What follows belongs to an exercise in optimizing a design on an open flow for small area; a production flow would make more cautious choices. Only simulation tests tie the RTL to the original design; equivalence was not proved. Power figures rest on the tool's default switching activity, not on a simulated workload.

==> flow/design.v <==
module reg_file_mp #(
  parameter int DATA_WIDTH = 32,
  parameter int ADDR_WIDTH = 5,
  parameter int NUM_RD     = 2
) (
  input  logic                         clk_i,
  input  logic                         rst_i,
  input  logic [NUM_RD-1:0]            rd_en_i,
  input  logic [NUM_RD*ADDR_WIDTH-1:0] raddr_i,
  output logic [NUM_RD*DATA_WIDTH-1:0] rdata_o,
  input  logic                         wa_en_i,
  input  logic [ADDR_WIDTH-1:0]        wa_addr_i,
  input  logic [DATA_WIDTH-1:0]        wa_data_i,
  input  logic                         wb_en_i,
  input  logic [ADDR_WIDTH-1:0]        wb_addr_i,
  input  logic [DATA_WIDTH-1:0]        wb_data_i,
  input  logic                         clr_i,
  output logic                         busy_o
);
  localparam int DEPTH = 2 ** ADDR_WIDTH;
  localparam int NGRP  = (DEPTH + 1 + 2) / 3;    
  localparam logic [ADDR_WIDTH-1:0] LAST_ADDR = '1;
  logic [ADDR_WIDTH-1:0]   r_cnt;
  logic                    r_busy;
  logic [DEPTH-1:0]        r_valid;
  logic [DATA_WIDTH-1:0]   r_mem [DEPTH];
  logic [DATA_WIDTH-1:0]   w_mem_nx [DEPTH];   
  logic [DEPTH-1:0]        w_sel_a;    
  logic [DEPTH-1:0]        w_sel_b;    
  logic [DEPTH-1:0]        w_hold;     
  logic [DEPTH-1:0]        w_valid_nx;
  assign busy_o = r_busy;
  always_ff @(posedge clk_i or posedge rst_i) begin
    if (rst_i) begin
      r_cnt  <= '0;
      r_busy <= 1'b0;
    end else if (r_busy) begin
      r_cnt  <= r_cnt + 1'b1;
      r_busy <= (r_cnt != LAST_ADDR);
    end else begin
      r_busy <= clr_i;
    end
  end
  for (genvar r = 0; r < DEPTH; r++) begin : g_wsel
    assign w_sel_b[r] = wb_en_i && (wb_addr_i == ADDR_WIDTH'(r));
    assign w_sel_a[r] = wa_en_i && (wa_addr_i == ADDR_WIDTH'(r)) && !w_sel_b[r];
    assign w_hold[r]  = !(w_sel_a[r] || w_sel_b[r]);
  end
  assign w_valid_nx = r_valid | w_sel_a | w_sel_b;
  always_ff @(posedge clk_i or posedge rst_i) begin
    if (rst_i) r_valid <= '0;
    else if (r_busy) r_valid <= '0;
    else r_valid <= w_valid_nx;
  end
  logic [DATA_WIDTH-1:0] w_wb_n;
  assign w_wb_n = ~wb_data_i;
  for (genvar r = 0; r < DEPTH; r++) begin : g_row
    logic w_nsel_b;
    assign w_nsel_b = !w_sel_b[r];
    for (genvar i = 0; i < DATA_WIDTH; i++) begin : g_bit
      reg_file_mp_wcell u_w (
        .hold_i (w_hold[r]),  .q_i   (r_mem[r][i]),
        .sel_a_i(w_sel_a[r]), .wa_i  (wa_data_i[i]),
        .nsel_b_i(w_nsel_b),  .nwb_i (w_wb_n[i]),
        .d_o    (w_mem_nx[r][i])
      );
    end
    always_ff @(posedge clk_i) r_mem[r] <= w_mem_nx[r];
  end
  for (genvar p = 0; p < NUM_RD; p++) begin : g_rd
    logic [ADDR_WIDTH-1:0] w_raddr;
    logic [DATA_WIDTH-1:0] r_rdata;
    logic                  w_rd;
    logic [3*NGRP-1:0]     w_sel;                  
    logic [DATA_WIDTH-1:0] w_term [3*NGRP];        
    logic [DATA_WIDTH-1:0] w_grp_n [NGRP];
    logic [DATA_WIDTH-1:0] w_next;
    assign w_raddr = raddr_i[p*ADDR_WIDTH +: ADDR_WIDTH];
    assign rdata_o[p*DATA_WIDTH +: DATA_WIDTH] = r_rdata;
    assign w_rd = rd_en_i[p] && !r_busy;
    for (genvar r = 0; r < DEPTH; r++) begin : g_rsel
      assign w_sel[r]  = w_rd && w_valid_nx[r] && (w_raddr == ADDR_WIDTH'(r));
      assign w_term[r] = w_mem_nx[r];
    end
    assign w_sel[DEPTH]  = !rd_en_i[p];
    assign w_term[DEPTH] = r_rdata;
    for (genvar t = DEPTH + 1; t < 3 * NGRP; t++) begin : g_pad
      assign w_sel[t]  = 1'b0;
      assign w_term[t] = '0;
    end
    for (genvar g = 0; g < NGRP; g++) begin : g_grp
      for (genvar i = 0; i < DATA_WIDTH; i++) begin : g_bit
        reg_file_mp_aoi222 u_grp (
          .a0_i(w_sel[3*g]),   .b0_i(w_term[3*g][i]),
          .a1_i(w_sel[3*g+1]), .b1_i(w_term[3*g+1][i]),
          .a2_i(w_sel[3*g+2]), .b2_i(w_term[3*g+2][i]),
          .y_no(w_grp_n[g][i])
        );
      end
    end
    for (genvar i = 0; i < DATA_WIDTH; i++) begin : g_or
      logic [NGRP-1:0] w_in;
      for (genvar g = 0; g < NGRP; g++) begin : g_in
        assign w_in[g] = w_grp_n[g][i];
      end
      reg_file_mp_nandn #(.N(NGRP)) u_or (
        .a_i(w_in),
        .y_o(w_next[i])
      );
    end
    always_ff @(posedge clk_i or posedge rst_i) begin
      if (rst_i) r_rdata <= '0;
      else r_rdata <= w_next;
    end
  end
endmodule
module reg_file_mp_aoi222 (
  input  logic a0_i,
  input  logic b0_i,
  input  logic a1_i,
  input  logic b1_i,
  input  logic a2_i,
  input  logic b2_i,
  output logic y_no
);
  assign y_no = ~((a0_i & b0_i) | (a1_i & b1_i) | (a2_i & b2_i));
endmodule
module reg_file_mp_nandn #(
  parameter int N = 11
) (
  input  logic [N-1:0] a_i,
  output logic         y_o
);
  assign y_o = ~&a_i;
endmodule
module reg_file_mp_wcell (
  input  logic hold_i,
  input  logic q_i,
  input  logic sel_a_i,
  input  logic wa_i,
  input  logic nsel_b_i,
  input  logic nwb_i,
  output logic d_o
);
  logic g;
  assign g   = ~((hold_i & q_i) | (sel_a_i & wa_i));
  assign d_o = ~((nsel_b_i | nwb_i) & g);
endmodule
clock: 5.0 ns
lec_check: 0
cap_margin: 20
core_margin: 2
core_utilization: 40
slew_margin: 20
synth_hierarchical: 1
run.sh (not shown) runs the stock make flow with config.mk's settings and CLKGATE_MAP_FILE= SYNTH_SCRIPT=/design/flow/synth_recipe.tcl, a recipe that flattens the netlist after the stock synthesis.
Change:
==> flow/flow/run.sh (new file) <==
#!/bin/bash
# Layout flow: the standard flow (standard.sh) step by step, with two
# changes: the port buffers are buf_1 cells, and the clock tree is built from
# clkbuf_8 sink clusters of at most 15 flip-flops without dummy loads. Each
# step's output goes to a log of its own in this folder.
set -euo pipefail

bash standard.sh synth > synth.log 2>&1
bash standard.sh floorplan > floorplan.log 2>&1
BUFFER_PORTS_ARGS="-buffer_cell sky130_fd_sc_hd__buf_1" \
  bash standard.sh place > place.log 2>&1
CTS_ARGS="-sink_clustering_enable -repair_clock_nets -dont_use_dummy_load -buf_list sky130_fd_sc_hd__clkbuf_8 -root_buf sky130_fd_sc_hd__clkbuf_16 -sink_clustering_size 15 -sink_clustering_max_diameter 80" \
  bash standard.sh cts > cts.log 2>&1
bash standard.sh route > route.log 2>&1
bash standard.sh finish > finish.log 2>&1
==> flow/standard.sh (new file) <==
#!/bin/bash
# synth_recipe.tcl (not shown) runs the flow's synth.tcl, then flattens the netlist and writes it again
# the make line also repeats each setting of config.mk as NAME=value (left out here)
make -C /OpenROAD-flow-scripts/flow DESIGN_CONFIG=/design/flow/config.mk WORK_HOME=/design/flow/orfs CLKGATE_MAP_FILE= SYNTH_SCRIPT=/design/flow/synth_recipe.tcl "${@:-finish}"
- CAP_MARGIN: 20 -> 5
- CORE_UTILIZATION: 40 -> 60
- PLACE_DENSITY: default -> 0.7
- SLEW_MARGIN: 20 -> 5
removed: flow/run.sh
Outcome: Final area is lower by roughly a tenth; final cell count is lower by roughly a tenth; total power is lower by about a fifth; via count is lower slightly; setup slack loses 64 ps; count of clock-buffer cells in the layout is lower by 92; combinational power is lower by a few percent; wire length is lower by roughly a tenth; register-to-register slack loses 180 ps; global-route usage is higher by 14 points; utilization is higher by 18 points.
Change:
- CAP_MARGIN: 5 -> 0
- CORE_UTILIZATION: 60 -> 40
- PLACE_DENSITY: 0.7 -> default
- SLEW_MARGIN: 5 -> 0
=> The changed run ran to the end with no violations; synthesized area does not change; first-iteration DRC count went down by roughly a tenth; utilization went down by 22 points.

* * *

north:
// reg_file_mp: RTL as listed in full above, without the edits since
Settings: LEC_CHECK=0, CAP_MARGIN=5, CORE_MARGIN=2, CORE_UTILIZATION=40, SLEW_MARGIN=5, SYNTH_HIERARCHICAL=1; clock period 5.0 ns.
standard.sh (not shown) runs the stock make flow with config.mk's settings and CLKGATE_MAP_FILE= SYNTH_SCRIPT=/design/flow/synth_recipe.tcl, a recipe that flattens the netlist after the stock synthesis.
==> flow/flow/run.sh <==
#!/bin/bash
# Layout flow: the standard flow (standard.sh) step by step, with two
# changes: the clock tree is built from clkbuf_8 sink clusters without dummy
# loads, and the port buffers are buf_1 cells. Each step's output goes to a
# log of its own in this folder.
set -euo pipefail

bash standard.sh synth > synth.log 2>&1
bash standard.sh floorplan > floorplan.log 2>&1
BUFFER_PORTS_ARGS="-buffer_cell sky130_fd_sc_hd__buf_1" \
  bash standard.sh place > place.log 2>&1
CTS_ARGS="-sink_clustering_enable -repair_clock_nets -dont_use_dummy_load -buf_list sky130_fd_sc_hd__clkbuf_8 -root_buf sky130_fd_sc_hd__clkbuf_16 -sink_clustering_size 15 -sink_clustering_max_diameter 45" \
  bash standard.sh cts > cts.log 2>&1
bash standard.sh route > route.log 2>&1
bash standard.sh finish > finish.log 2>&1
north: flow completed, timing, DRC and antenna clean
#### Input delta (south over north)
Settings: PLACE_DENSITY newly set to 0.65; CORE_UTILIZATION changed from 40 to 50.
==> flow/flow/run.sh <==
#!/bin/bash
# Layout flow: the standard flow (standard.sh) step by step, with two
# changes: the port buffers are buf_1 cells, and the clock tree is built from
# clkbuf_8 sink clusters of at most 14 flip-flops without dummy loads. Each
# step's output goes to a log of its own in this folder.
set -euo pipefail

bash standard.sh synth > synth.log 2>&1
bash standard.sh floorplan > floorplan.log 2>&1
BUFFER_PORTS_ARGS="-buffer_cell sky130_fd_sc_hd__buf_1" \
  bash standard.sh place > place.log 2>&1
CTS_ARGS="-sink_clustering_enable -repair_clock_nets -dont_use_dummy_load -buf_list sky130_fd_sc_hd__clkbuf_8 -root_buf sky130_fd_sc_hd__clkbuf_16 -sink_clustering_size 14 -sink_clustering_max_diameter 70" \
  bash standard.sh cts > cts.log 2>&1
bash standard.sh route > route.log 2>&1
bash standard.sh finish > finish.log 2>&1
--- outcome ---
Where core box area is concerned, north is outperformed by south. Compared to north, south leaves less free space in the core. In south the hold slack turned out 0.095 ns higher than in north.

* * *

wip/juniper:
// reg_file_mp: RTL as listed in full above, without the edits since
Settings: LEC_CHECK=0, CAP_MARGIN=5, CORE_MARGIN=2, CORE_UTILIZATION=60, PLACE_DENSITY=0.7, SLEW_MARGIN=5, SYNTH_HIERARCHICAL=1; clock period 5.0 ns.
==> flow/flow/run.sh <==
#!/bin/bash
# Layout flow: the standard flow (standard.sh) step by step, with two
# changes: the port buffers are buf_1 cells, and the clock tree is built from
# clkbuf_8 sink clusters of at most 13 flip-flops without dummy loads. Each
# step's output goes to a log of its own in this folder.
set -euo pipefail

bash standard.sh synth > synth.log 2>&1
bash standard.sh floorplan > floorplan.log 2>&1
BUFFER_PORTS_ARGS="-buffer_cell sky130_fd_sc_hd__buf_1" \
  bash standard.sh place > place.log 2>&1
CTS_ARGS="-sink_clustering_enable -repair_clock_nets -dont_use_dummy_load -buf_list sky130_fd_sc_hd__clkbuf_8 -root_buf sky130_fd_sc_hd__clkbuf_16 -sink_clustering_size 13 -sink_clustering_max_diameter 60" \
  bash standard.sh cts > cts.log 2>&1
bash standard.sh route > route.log 2>&1
bash standard.sh finish > finish.log 2>&1
Setup changes, wip/juniper to wip/yarrow
# wip/juniper
export LEC_CHECK = 0
export CAP_MARGIN = 5
export CORE_MARGIN = 2
export CORE_UTILIZATION = 60
export PLACE_DENSITY = 0.7
export SLEW_MARGIN = 5
export SYNTH_HIERARCHICAL = 1
create_clock -name core_clock -period 5.0 [get_ports {clk_i}]
# wip/yarrow
export LEC_CHECK = 0
export CAP_MARGIN = 5
export CORE_MARGIN = 2
export CORE_UTILIZATION = 40
export SLEW_MARGIN = 5
export SYNTH_HIERARCHICAL = 1
create_clock -name core_clock -period 5.0 [get_ports {clk_i}]
==> flow/flow/run.sh <==
#!/bin/bash
# Layout flow: the standard flow (standard.sh) step by step, with two
# changes: the port buffers are buf_1 cells, and the clock tree is built from
# clkbuf_8 sink clusters of at most 15 flip-flops without dummy loads. Each
# step's output goes to a log of its own in this folder.
set -euo pipefail

bash standard.sh synth > synth.log 2>&1
bash standard.sh floorplan > floorplan.log 2>&1
BUFFER_PORTS_ARGS="-buffer_cell sky130_fd_sc_hd__buf_1" \
  bash standard.sh place > place.log 2>&1
CTS_ARGS="-sink_clustering_enable -repair_clock_nets -dont_use_dummy_load -buf_list sky130_fd_sc_hd__clkbuf_8 -root_buf sky130_fd_sc_hd__clkbuf_16 -sink_clustering_size 15 -sink_clustering_max_diameter 80" \
  bash standard.sh cts > cts.log 2>&1
bash standard.sh route > route.log 2>&1
bash standard.sh finish > finish.log 2>&1
==> notes.md <==
From wip/juniper to wip/yarrow the numbers moved as follows: worst hold slack after final layout decreased by 0.11 ns relative to the old numbers, worst setup slack now sits higher.
Summary: with wip/juniper as the reference, floorplan die area in wip/yarrow moved up by more than a quarter.
Remaining design rule violation count came out exactly the same in wip/yarrow and wip/juniper.
Here is what was changed in the inputs of wip/delta compared with wip/yarrow.
diff --git a/flow/flow/run.sh b/flow/flow/run.sh
--- a/flow/flow/run.sh
+++ b/flow/flow/run.sh
@@ -1,5 +1,6 @@
 #!/bin/bash
-# Layout flow: the standard flow (standard.sh) step by step, with two
-# changes: the port buffers are buf_1 cells, and the clock tree is built from
-# clkbuf_8 sink clusters of at most 15 flip-flops without dummy loads. Each
+# Layout flow: the standard flow (standard.sh) step by step, with these
+# changes: the clock tree is built from clkbuf_8 sink clusters of at most 15
+# flip-flops without dummy loads, the port buffers are buf_1 cells, and the
+# global-route step downsizes gates that have slack (RECOVER_POWER). Each
 # step's output goes to a log of its own in this folder.
@@ -13,3 +14,3 @@
   bash standard.sh cts > cts.log 2>&1
-bash standard.sh route > route.log 2>&1
+RECOVER_POWER=100 bash standard.sh route > route.log 2>&1
 bash standard.sh finish > finish.log 2>&1
Re sum of met3 wire segment lengths after detailed routing: wip/delta is 0.52% down on wip/yarrow. Looking at wip/yarrow and wip/delta, the post-detailed-routing wire length is a wash. Clock network area share: wip/delta vs wip/yarrow, no meaningful difference. Compared with wip/yarrow, in wip/delta number of enable-type register cells in the synthesized netlist held, via count has increased. In wip/delta the implementation ran to completion but is not tape-out ready, as the final checks report capacitance limit, slew limit. Changes observed in wip/delta relative to wip/yarrow: routed length per instance shows no meaningful change, number of max-cap violations shows an increase of 12, final standard cell count with taps included and fillers excluded shows no meaningful change, post-layout minimum cycle time shows an increase of 0.30 ns.

## separate check: timing with driven ports
No port has a modelled driver above. Below, the same layouts with a new extraction and two added sets of constraints.
Step 1 assumes that a clkbuf_16 drives the clock port and a buf_2 every other input.
Step 2 also shifts input and output timing later by t, the mid clock arrival at the registers, as if the neighbouring blocks saw the same clock.
a / b / c = no drivers / after step 1 / after step 2; a / b = the first two.
run | t (ns) | setup WS [ns] | worst setup path after step 2 | worst register clock-pin slew, ns
the first run of note 1 | 0.809 | 0.573 / 0.630 / -0.180 | input to register | 0.07 / 0.07
the second run of note 1 | 0.732 | 0.509 / 0.563 / -0.169 | input to register | 0.12 / 0.12
the third run of note 1 | 0.728 | 0.597 / 0.651 / -0.076 | input to register | 0.11 / 0.11
north | 0.778 | 0.645 / 0.690 / -0.088 | input to register | 0.10 / 0.10
south | 0.726 | 0.516 / 0.563 / -0.163 | input to register | 0.10 / 0.10
wip/juniper | 0.714 | 0.432 / 0.486 / -0.228 | input to register | 0.10 / 0.10
wip/yarrow | 0.728 | 0.597 / 0.651 / -0.076 | input to register | 0.11 / 0.11
wip/delta | 0.732 | 0.298 / 0.346 / -0.386 | input to register | 0.11 / 0.11
For the first run of note 1, which loses most, drivers alone change the setup slack by +0.057 ns; drivers and shift together by -0.753 ns.
